Context: an optimization exercise on an open-source flow, tuned for small area and a short achievable clock period. The choices shown serve that exercise and are no tape-out recipe.
Function was checked by simulation only, so behaviour that the tests miss may differ from the original.
Power figures rest on the tool's default switching activity, not on a simulated workload.

==> flow/design.v <==
module mem_responder #(
    parameter int DATA_W      = 8,
    parameter int ADDR_W      = 8,
    parameter int WAIT_CYCLES = 1
) (
    input  logic              clk,
    input  logic              rst,
    input  logic              MemRead,
    input  logic              MemWrite,
    input  logic [ADDR_W-1:0] Addr,
    input  logic [DATA_W-1:0] WriteData,
    output logic [DATA_W-1:0] ReadData,
    output logic              Ready,
    output logic              Busy,
    output logic              Err,
    output logic [DATA_W-1:0] IOOut
);
    localparam int RL    = 2;                   
    localparam int RLEN  = 1 << RL;             
    localparam int MB    = (ADDR_W - RL) / 2;   
    localparam int HB    = ADDR_W - RL - MB;    
    localparam int NM    = 1 << MB;
    localparam int NH    = 1 << HB;
    localparam int NRING = NH * NM;
    localparam int NTAP  = RLEN / 2;            
    localparam int NWL   = NRING * NTAP;
    localparam int NGRP  = 16;                  
    localparam int GSIZE = NWL / NGRP;
    localparam int NSEL = (1 << (ADDR_W - 2 - (ADDR_W - 2) / 2)) + (1 << ((ADDR_W - 2) / 2)) + 2;
    logic r_busy, r_busyOut, r_wait, r_access, r_done, r_err;
    logic [NSEL-1:0] r_sel;
    logic w_accept, w_illegal;
    assign w_accept  = !r_busy && (MemRead ^ MemWrite);
    assign w_illegal = !r_busy && MemRead && MemWrite;
    always_ff @(posedge clk) begin
        if (rst) begin
            r_busy    <= 1'b0;
            r_busyOut <= 1'b0;
            r_sel     <= '0;
            r_wait    <= 1'b0;
            r_access  <= 1'b0;
            r_done    <= 1'b0;
            r_err     <= 1'b0;
        end else begin
            r_busy    <= (!r_busy && (MemRead || MemWrite)) || r_wait || r_access;
            r_busyOut <= w_accept || w_illegal || r_wait || r_access;
            for (int k = 0; k < NSEL; k++)
                r_sel[k] <= (!(k == 0 ? r_busyOut : r_sel[k-1]) && (MemRead || MemWrite)) || r_wait || r_access;
            r_wait    <= w_accept;
            r_access  <= r_wait;
            r_done    <= r_access;
            r_err     <= w_illegal;
        end
    end
    logic [RL:0]   r_cnt;
    logic [RL-1:0] w_phase;
    always_ff @(posedge clk) begin
        r_cnt <= r_cnt + 1'b1;
    end
    assign w_phase = r_cnt[RL-1:0];
    logic [NH-1:0]     w_hiIn;
    logic [NM-1:0]     w_midIn;
    logic [NTAP-1:0]   w_tapIn;       
    logic [NTAP-1:0]   w_tapNext;     
    logic [RL-1:0]     w_slotNext;
    logic [RLEN-1:0]   r_lsel [NTAP];  
    always_ff @(posedge clk) begin
        for (int i = 0; i < NTAP; i++)
            for (int l = 0; l < RLEN; l++)
                r_lsel[i][l] <= (RL'(l + w_phase + 1'b1) == RL'(2 * i + 1));
    end
    assign w_slotNext = RL'(Addr[RL-1:0] + w_phase + 1'b1);
    for (genvar i = 0; i < NH; i++) begin : g_hiIn
        assign w_hiIn[i] = (Addr[ADDR_W-1:ADDR_W-HB] == HB'(i));
    end
    for (genvar i = 0; i < NM; i++) begin : g_midIn
        assign w_midIn[i] = (Addr[RL+MB-1:RL] == MB'(i));
    end
    for (genvar i = 0; i < NTAP; i++) begin : g_tapIn
        assign w_tapIn[i]   = r_lsel[i][Addr[RL-1:0]];
        assign w_tapNext[i] = (w_slotNext == RL'(2 * i + 1));
    end
    logic              r_isWrite;
    logic              r_isIo;
    logic [NH-1:0]     r_hi;
    logic [NM-1:0]     r_mid;
    logic [RL-1:0]     r_lo;
    logic [DATA_W-1:0] r_wdata;
    logic [NTAP-1:0]   r_tapW;        
    always_ff @(posedge clk) begin
        if (!r_busy) begin
            r_isWrite <= MemWrite;
            r_isIo    <= &Addr;
            r_hi      <= w_hiIn;
            r_mid     <= w_midIn;
            r_lo      <= Addr[RL-1:0];
            r_wdata   <= WriteData;
        end
        r_tapW <= w_tapNext;
    end
    logic              w_load;
    logic [NH-1:0]     r_wbHi;
    logic [NM-1:0]     r_wbMid;
    logic [RL-1:0]     r_wbLo;
    logic [DATA_W-1:0] r_wbData;
    logic [RL:0]       w_wbVNext;
    logic              r_wbMatch;     
    logic              r_wbMatchB;    
    logic              r_wbFlip;      
    assign w_load    = r_access && r_isWrite && !rst && !r_isIo;
    assign w_wbVNext = (RL + 1)'((w_load ? r_lo : r_wbLo) + r_cnt + 1'b1);
    always_ff @(posedge clk) begin
        if (w_load) begin
            r_wbHi   <= r_hi;
            r_wbMid  <= r_mid;
            r_wbLo   <= r_lo;
            r_wbData <= r_wdata;
        end
        r_wbMatch  <= (w_wbVNext[RL-1:0] == RL'(RLEN - 1));
        r_wbMatchB <= (w_wbVNext[RL-1:0] == RL'(RLEN - 1));
        r_wbFlip   <= w_wbVNext[RL];
    end
    logic [DATA_W-1:0] r_ring [NRING][RLEN];
    logic [NRING-1:0]  w_we;
    logic [NRING-1:0]  w_keep;
    logic [DATA_W-1:0] w_wd;
    assign w_wd = r_wbData ^ {DATA_W{r_wbFlip}};
    for (genvar j = 0; j < NRING; j++) begin : g_ring
        assign w_we[j]   = r_wbMatch && r_wbHi[j / NM] && r_wbMid[j % NM];
        assign w_keep[j] = !(r_wbMatchB && r_wbHi[j / NM] && r_wbMid[j % NM]);
        always_ff @(posedge clk) begin
            r_ring[j][0] <= ~((r_ring[j][RLEN-1] & {DATA_W{w_keep[j]}}) | (w_wd & {DATA_W{w_we[j]}}));
            for (int k = 1; k < RLEN; k++) r_ring[j][k] <= r_ring[j][k-1];
        end
    end
    logic [NH-1:0]      w_hiS;
    logic [NM-1:0]      w_midS;
    logic [NTAP-1:0]    w_tapS;
    logic [NWL-1:0]     w_wl;
    logic [NGRP-1:0]    r_part [DATA_W];
    logic [DATA_W-1:0]  w_look;        
    logic [DATA_W-1:0]  r_rdHold;
    logic               r_fwd;
    logic               r_rdPol;
    logic [RL:0]        w_vPrev;
    for (genvar h = 0; h < NH; h++) begin : g_hiS
        assign w_hiS[h] = r_sel[h] ? r_hi[h] : w_hiIn[h];
    end
    for (genvar m = 0; m < NM; m++) begin : g_midS
        assign w_midS[m] = r_sel[NH + m] ? r_mid[m] : w_midIn[m];
    end
    for (genvar i = 0; i < NTAP; i++) begin : g_tapS
        assign w_tapS[i] = r_sel[NH + NM + i] ? r_tapW[i] : w_tapIn[i];
    end
    for (genvar j = 0; j < NRING; j++) begin : g_wl
        for (genvar i = 0; i < NTAP; i++) begin : g_tap
            assign w_wl[j * NTAP + i] = w_hiS[j / NM] && w_midS[j % NM] && w_tapS[i];
        end
    end
    always_ff @(posedge clk) begin
        for (int b = 0; b < DATA_W; b++) begin
            for (int g = 0; g < NGRP; g++) begin
                logic acc;
                acc = 1'b0;
                for (int x = g * GSIZE; x < (g + 1) * GSIZE; x++) begin
                    acc = acc | (w_wl[x] && r_ring[x / NTAP][2 * (x % NTAP) + 1][b]);
                end
                r_part[b][g] <= acc;
            end
        end
    end
    always_comb begin
        for (int b = 0; b < DATA_W; b++) w_look[b] = |r_part[b];
    end
    assign w_vPrev = (RL + 1)'(r_lo + r_cnt - 1'b1);
    always_ff @(posedge clk) begin
        r_rdHold <= w_look;
        r_fwd    <= (r_hi == r_wbHi) && (r_mid == r_wbMid) && (r_lo == r_wbLo);
        r_rdPol  <= w_vPrev[RL];
    end
    logic [DATA_W-1:0] r_ioOut;
    always_ff @(posedge clk) begin
        if (rst) begin
            r_ioOut <= '0;
        end else if (r_access && r_isWrite && r_isIo) begin
            r_ioOut <= r_wdata;
        end
    end
    assign IOOut = r_ioOut;
    logic [DATA_W-1:0] r_readData;
    always_ff @(posedge clk) begin
        if (rst) begin
            r_readData <= '0;
        end else if (r_access && !r_isWrite) begin
            r_readData <= r_isIo ? r_ioOut : (r_fwd ? r_wbData : (r_rdHold | w_look) ^ {DATA_W{r_rdPol}});
        end
    end
    assign ReadData = r_readData;
    assign Ready    = r_done;
    assign Busy     = r_busyOut;
    assign Err      = r_err;
endmodule
export LEC_CHECK = 0
export CAP_MARGIN = 10
export CORE_MARGIN = 2
export CORE_UTILIZATION = 68
export SETUP_SLACK_MARGIN = 1.6
export SLEW_MARGIN = 10
create_clock -name core_clock -period 3.6 [get_ports {clk}]
standard.sh (not shown) runs the stock make flow with config.mk's settings and CLKGATE_MAP_FILE= SYNTH_SCRIPT=/design/flow/synth_recipe.tcl, a recipe that flattens the netlist after the stock synthesis.
==> flow/flow/run.sh <==
#!/bin/bash
# Layout flow: the standard ORFS flow (standard.sh) with three changes:
# - the port buffers are a plain buffer instead of the delay buffer that
#   buffer_ports picks by itself;
# - repair_timing may resize across cell footprints;
# - clock tree synthesis adds no dummy loads and clusters up to 30 sinks per
#   leaf buffer.
# The make output goes to flow_make.log here; ORFS keeps each step's log under
# orfs/logs/.
set -euo pipefail
bash standard.sh \
    "BUFFER_PORTS_ARGS=-buffer_cell sky130_fd_sc_hd__buf_4" \
    "MATCH_CELL_FOOTPRINT=0" \
    "CTS_ARGS=-sink_clustering_enable -repair_clock_nets -dont_use_dummy_load -sink_clustering_size 30 -sink_clustering_max_diameter 60" \
    finish > flow_make.log 2>&1
Next try:
--- a/flow/design.v
+++ b/flow/design.v
@@ -140,8 +140,12 @@
     logic [NGRP-1:0]    r_part [DATA_W];
     logic [DATA_W-1:0]  w_look;        
-    logic [DATA_W-1:0]  r_rdHold;
-    logic               r_fwd;
-    logic               r_rdPol;
     logic [RL:0]        w_vPrev;
+    logic               w_fwd;         
+    logic               w_useAlt;      
+    logic [DATA_W-1:0]  w_alt;
+    logic               w_idleHit;     
+    logic [DATA_W-1:0]  r_base;        
+    logic               r_lookEn;      
+    logic               r_lookPol;     
     for (genvar h = 0; h < NH; h++) begin : g_hiS
         assign w_hiS[h] = r_sel[h] ? r_hi[h] : w_hiIn[h];
@@ -173,10 +177,7 @@
         for (int b = 0; b < DATA_W; b++) w_look[b] = |r_part[b];
     end
-    assign w_vPrev = (RL + 1)'(r_lo + r_cnt - 1'b1);
-    always_ff @(posedge clk) begin
-        r_rdHold <= w_look;
-        r_fwd    <= (r_hi == r_wbHi) && (r_mid == r_wbMid) && (r_lo == r_wbLo);
-        r_rdPol  <= w_vPrev[RL];
-    end
+    assign w_vPrev   = (RL + 1)'(r_lo + r_cnt - 1'b1);
+    assign w_idleHit = w_vPrev[0];
+    assign w_fwd     = (r_hi == r_wbHi) && (r_mid == r_wbMid) && (r_lo == r_wbLo);
     logic [DATA_W-1:0] r_ioOut;
     always_ff @(posedge clk) begin
@@ -187,5 +188,18 @@
         end
     end
-    assign IOOut = r_ioOut;
+    assign IOOut    = r_ioOut;
+    assign w_useAlt = r_isIo || w_fwd;
+    assign w_alt    = r_isIo ? r_ioOut : r_wbData;
+    always_ff @(posedge clk) begin
+        if (w_useAlt) begin
+            r_base <= w_alt;
+        end else if (w_idleHit) begin
+            r_base <= w_look ^ {DATA_W{w_vPrev[RL]}};
+        end else begin
+            r_base <= '0;
+        end
+        r_lookEn  <= !w_useAlt && !w_idleHit;
+        r_lookPol <= !w_useAlt && !w_idleHit && w_vPrev[RL];
+    end
     logic [DATA_W-1:0] r_readData;
     always_ff @(posedge clk) begin
@@ -193,5 +207,5 @@
             r_readData <= '0;
         end else if (r_access && !r_isWrite) begin
-            r_readData <= r_isIo ? r_ioOut : (r_fwd ? r_wbData : (r_rdHold | w_look) ^ {DATA_W{r_rdPol}});
+            r_readData <= r_base | ((w_look & {DATA_W{r_lookEn}}) ^ {DATA_W{r_lookPol}});
         end
     end
Result: The changed run completed with no timing, DRC or antenna violations; worst setup slack gets better by 0.16 ns; maximum frequency is higher by a little under a tenth; wire length is lower by a few percent; power is lower by about a fifth; non-clock buffer count is lower by 51; global-route usage is lower by 1.8 points; clock power barely changes; die area is higher slightly; area after synthesis is higher slightly; final cell count hardly moves; sequential power is lower by about a fifth; hold slack gets worse by 0.025 ns; utilization is lower by 1.5 points; clock skew is higher by 0.0095 ns.

## static timing again, ports no longer ideal
The flow's constraints put no driver on any port. The routed layouts listed below were extracted and timed again, unchanged, in two steps. Step 1 sets driving cells, clkbuf_16 on the clock port and buf_2 on the other inputs (assumed; they add their load-dependent delay and slew). Step 2 adds t to the input delays and takes it off the output delays; t is the mean of the earliest and latest rising clock arrival at the registers after step 1. Input paths then give back, and output paths get back, about the clock's delay inside the block. Three values: no drivers, after step 1, after step 2; two values: the first two.
run	shift t [ns]	slack for setup (ns)	worst setup path after step 2	worst register clock-pin slew, ns	pins driven straight from the clock port
the first run	0.789	1.369 / 1.369 / 0.810	input to register	0.11 / 0.11	1
the second run	0.760	1.531 / 1.531 / 0.935	input to register	0.11 / 0.11	1
After both steps every run listed still meets setup and hold. For the second run, which loses most, drivers alone change the setup slack by 0.000 ns; drivers and shift together by -0.596 ns.
